Source: an optimization exercise on an open RTL-to-GDS flow (aim: small area and a short achievable clock period). Production flows keep margins and buffers that such runs may drop. Function was checked by simulation only, so behaviour that the tests miss may differ from the original.

build 8:
Design csc_top, start of the top module:
module csc_top (
	input logic CLOCK_50_I,
	input logic resetn,
	input logic start,
	output logic busy,
	output logic done,
	output csc_pkg::sram_addr_t sram_addr,
	output csc_pkg::sram_word_t sram_wdata,
	output logic sram_we_n,
	input csc_pkg::sram_word_t sram_rdata
);
Size in the first run: about 2500 cells after synthesis, about 480 flip-flops, roughly 56 I/O pins, about 27000 sq um of cells after synthesis.
Settings: LEC_CHECK=0, CAP_MARGIN=20, CORE_MARGIN=2, CORE_UTILIZATION=50, CTS_BUF_LIST=sky130_fd_sc_hd__clkbuf_8, SLEW_MARGIN=20; clock period 10.0 ns.
standard.sh (not shown) runs the stock make flow with config.mk's settings and CLKGATE_MAP_FILE= SYNTH_SCRIPT=/design/flow/synth_recipe.tcl, a recipe that flattens the netlist after the stock synthesis.
==> flow/flow/run.sh <==
#!/bin/bash
set -u
export SETUP_SLACK_MARGIN=7.0
export BUFFER_PORTS_ARGS="-buffer_cell sky130_fd_sc_hd__buf_4"
bash standard.sh > standard_flow.log 2>&1
Build 8: PASS, flow complete, no timing, DRC or antenna violations
Testbench counts of build 8, summed over its fixed seeds: frame cycles 1,536,248.
Here is what was changed in the inputs of build 59 compared with build 8.
# build 8
export LEC_CHECK = 0
export CAP_MARGIN = 20
export CORE_MARGIN = 2
export CORE_UTILIZATION = 50
export CTS_BUF_LIST = sky130_fd_sc_hd__clkbuf_8
export SLEW_MARGIN = 20
create_clock -name core_clock -period 10.0 [get_ports {CLOCK_50_I}]
# build 59
export LEC_CHECK = 0
export CAP_MARGIN = 20
export CORE_MARGIN = 2
export CORE_UTILIZATION = 50
export SLEW_MARGIN = 20
create_clock -name core_clock -period 10.0 [get_ports {CLOCK_50_I}]
==> flow/flow/run.sh <==
#!/bin/bash
set -u
export SETUP_SLACK_MARGIN=6.8
export BUFFER_PORTS_ARGS="-buffer_cell sky130_fd_sc_hd__buf_4"
bash standard.sh > standard_flow.log 2>&1
Results
- Across both runs, diode insertion count for antenna repair was lower for build 59 than for build 8.
- Delta (build 59 minus build 8): largest net degree at the start of global routing moved down; non-clock buffer count went down.
- Summary — ratio of final minimum period to clock period, build 59 relative to build 8: lower, by 0.33 points.
- Compared with build 8, build 59 shows minimum clock period lower by 33 ps.
- Looking at worst setup slack across both flows, build 59 is the stronger of the two, with build 8 trailing.
- On wire length reported by the detailed router, build 8 loses to build 59.
- Final area, build 59 vs build 8: down by a few percent
- Build 59 ran to completion and came out clean on the timing, design-rule and antenna checks.
### build 59 -> build 81
==> flow/flow/run.sh <==
#!/bin/bash
set -u
export SETUP_SLACK_MARGIN=6.4
export BUFFER_PORTS_ARGS="-buffer_cell sky130_fd_sc_hd__buf_4"
bash standard.sh > standard_flow.log 2>&1
[summary]
- Count of fill cells added during filler insertion: lower on build 59
- In the final reports, the cell area of build 81 is smaller than that of build 59.
--- input diff build 81..build 93 ---
# build 81
export LEC_CHECK = 0
export CAP_MARGIN = 20
export CORE_MARGIN = 2
export CORE_UTILIZATION = 50
export SLEW_MARGIN = 20
create_clock -name core_clock -period 10.0 [get_ports {CLOCK_50_I}]
# build 93
export LEC_CHECK = 0
export CAP_MARGIN = 20
export CORE_MARGIN = 2
export CORE_UTILIZATION = 65
export SLEW_MARGIN = 20
create_clock -name core_clock -period 10.0 [get_ports {CLOCK_50_I}]
==> flow/flow/run.sh <==
#!/bin/bash
set -u
export SETUP_SLACK_MARGIN=6.8
export BUFFER_PORTS_ARGS="-buffer_cell sky130_fd_sc_hd__buf_4"
bash standard.sh > standard_flow.log 2>&1
Notes after the runs:
In the tables for build 81 and build 93, setup slack reads lower with build 81. The run with more routed wire is build 93, not build 81. Summary: global-route wire length before repair, build 93 worse than build 81. Compared with build 81, in build 93 maximum fanout along the worst path fell 2, count of buffers not belonging to the clock network in the layout rose 43, initial antenna violation count rose 2. On number of buffers inserted to repair setup after CTS: between build 81 and build 93, it ends up higher for build 93. Build 81 was smaller in final cell area than build 93.
Input changes introduced in build 85 (baseline for comparison: build 93):
# build 93
export LEC_CHECK = 0
export CAP_MARGIN = 20
export CORE_MARGIN = 2
export CORE_UTILIZATION = 65
export SLEW_MARGIN = 20
create_clock -name core_clock -period 10.0 [get_ports {CLOCK_50_I}]
# build 85
export LEC_CHECK = 0
export CAP_MARGIN = 20
export CORE_MARGIN = 2
export CORE_UTILIZATION = 50
export CTS_BUF_LIST = sky130_fd_sc_hd__clkbuf_8
export SLEW_MARGIN = 20
create_clock -name core_clock -period 10.0 [get_ports {CLOCK_50_I}]
--- outcome ---
Summary: with build 93 as the reference, number of tap cells added at floorplan in build 85 moved up by more than a quarter. From build 93 to build 85 the numbers moved as follows: post-route minimum period has increased; setup slack after placement down 41 ps; CTS H-tree depth up 1. Final routed wirelength across all metal layers of build 85 is on par with build 93. Build 85 against build 93: area of placed instances went up, count of vias placed by the detailed router went down.
The following lists how build 88 was set up differently from build 85:
# build 85
export LEC_CHECK = 0
export CAP_MARGIN = 20
export CORE_MARGIN = 2
export CORE_UTILIZATION = 50
export CTS_BUF_LIST = sky130_fd_sc_hd__clkbuf_8
export SLEW_MARGIN = 20
create_clock -name core_clock -period 10.0 [get_ports {CLOCK_50_I}]
# build 88
export LEC_CHECK = 0
export CAP_MARGIN = 20
export CORE_MARGIN = 2
export CORE_UTILIZATION = 50
export CTS_BUF_LIST = sky130_fd_sc_hd__clkbuf_4 sky130_fd_sc_hd__clkbuf_8
export SLEW_MARGIN = 20
create_clock -name core_clock -period 10.0 [get_ports {CLOCK_50_I}]
--- outcome ---
- The final layout net count of build 88 and that of build 85 are within noise of each other.
- Between build 88 and build 85, the via count does not differ in any meaningful way.

[separate check: timing with driven ports]
In the flow no input, the clock included, has a driving cell. The finished layouts below were timed again as built, in two steps.
Step 1: set_driving_cell puts a clkbuf_16 on CLOCK_50_I and a buf_2 on each other input, an assumption about the parent block.
Step 2 times the ports against the registers' clock, not the clock port: input delays grow and output delays shrink by t, the midpoint of the rising clock arrivals with the driver on.
Slacks: ideal / step 1 / step 2; pairs: ideal / step 1.
run	shift t [ns]	setup WS [ns]	hold slack, ns	worst data-port slew with drivers (ns)
build 8	0.712	6.676 / 6.658 / 6.676	0.374 / 0.374 / 0.374	0.04
build 59	0.670	6.709 / 6.659 / 6.709	0.379 / 0.379 / 0.379	0.03
build 81	0.641	6.511 / 6.511 / 6.511	0.380 / 0.380 / 0.380	0.04
build 93	0.657	6.693 / 6.693 / 6.693	0.377 / 0.377 / 0.377	0.04
build 85	0.702	6.687 / 6.632 / 6.728	0.378 / 0.378 / 0.378	0.04
build 88	0.703	6.686 / 6.630 / 6.731	0.378 / 0.378 / 0.378	0.04
After both steps every run listed still meets setup and hold.
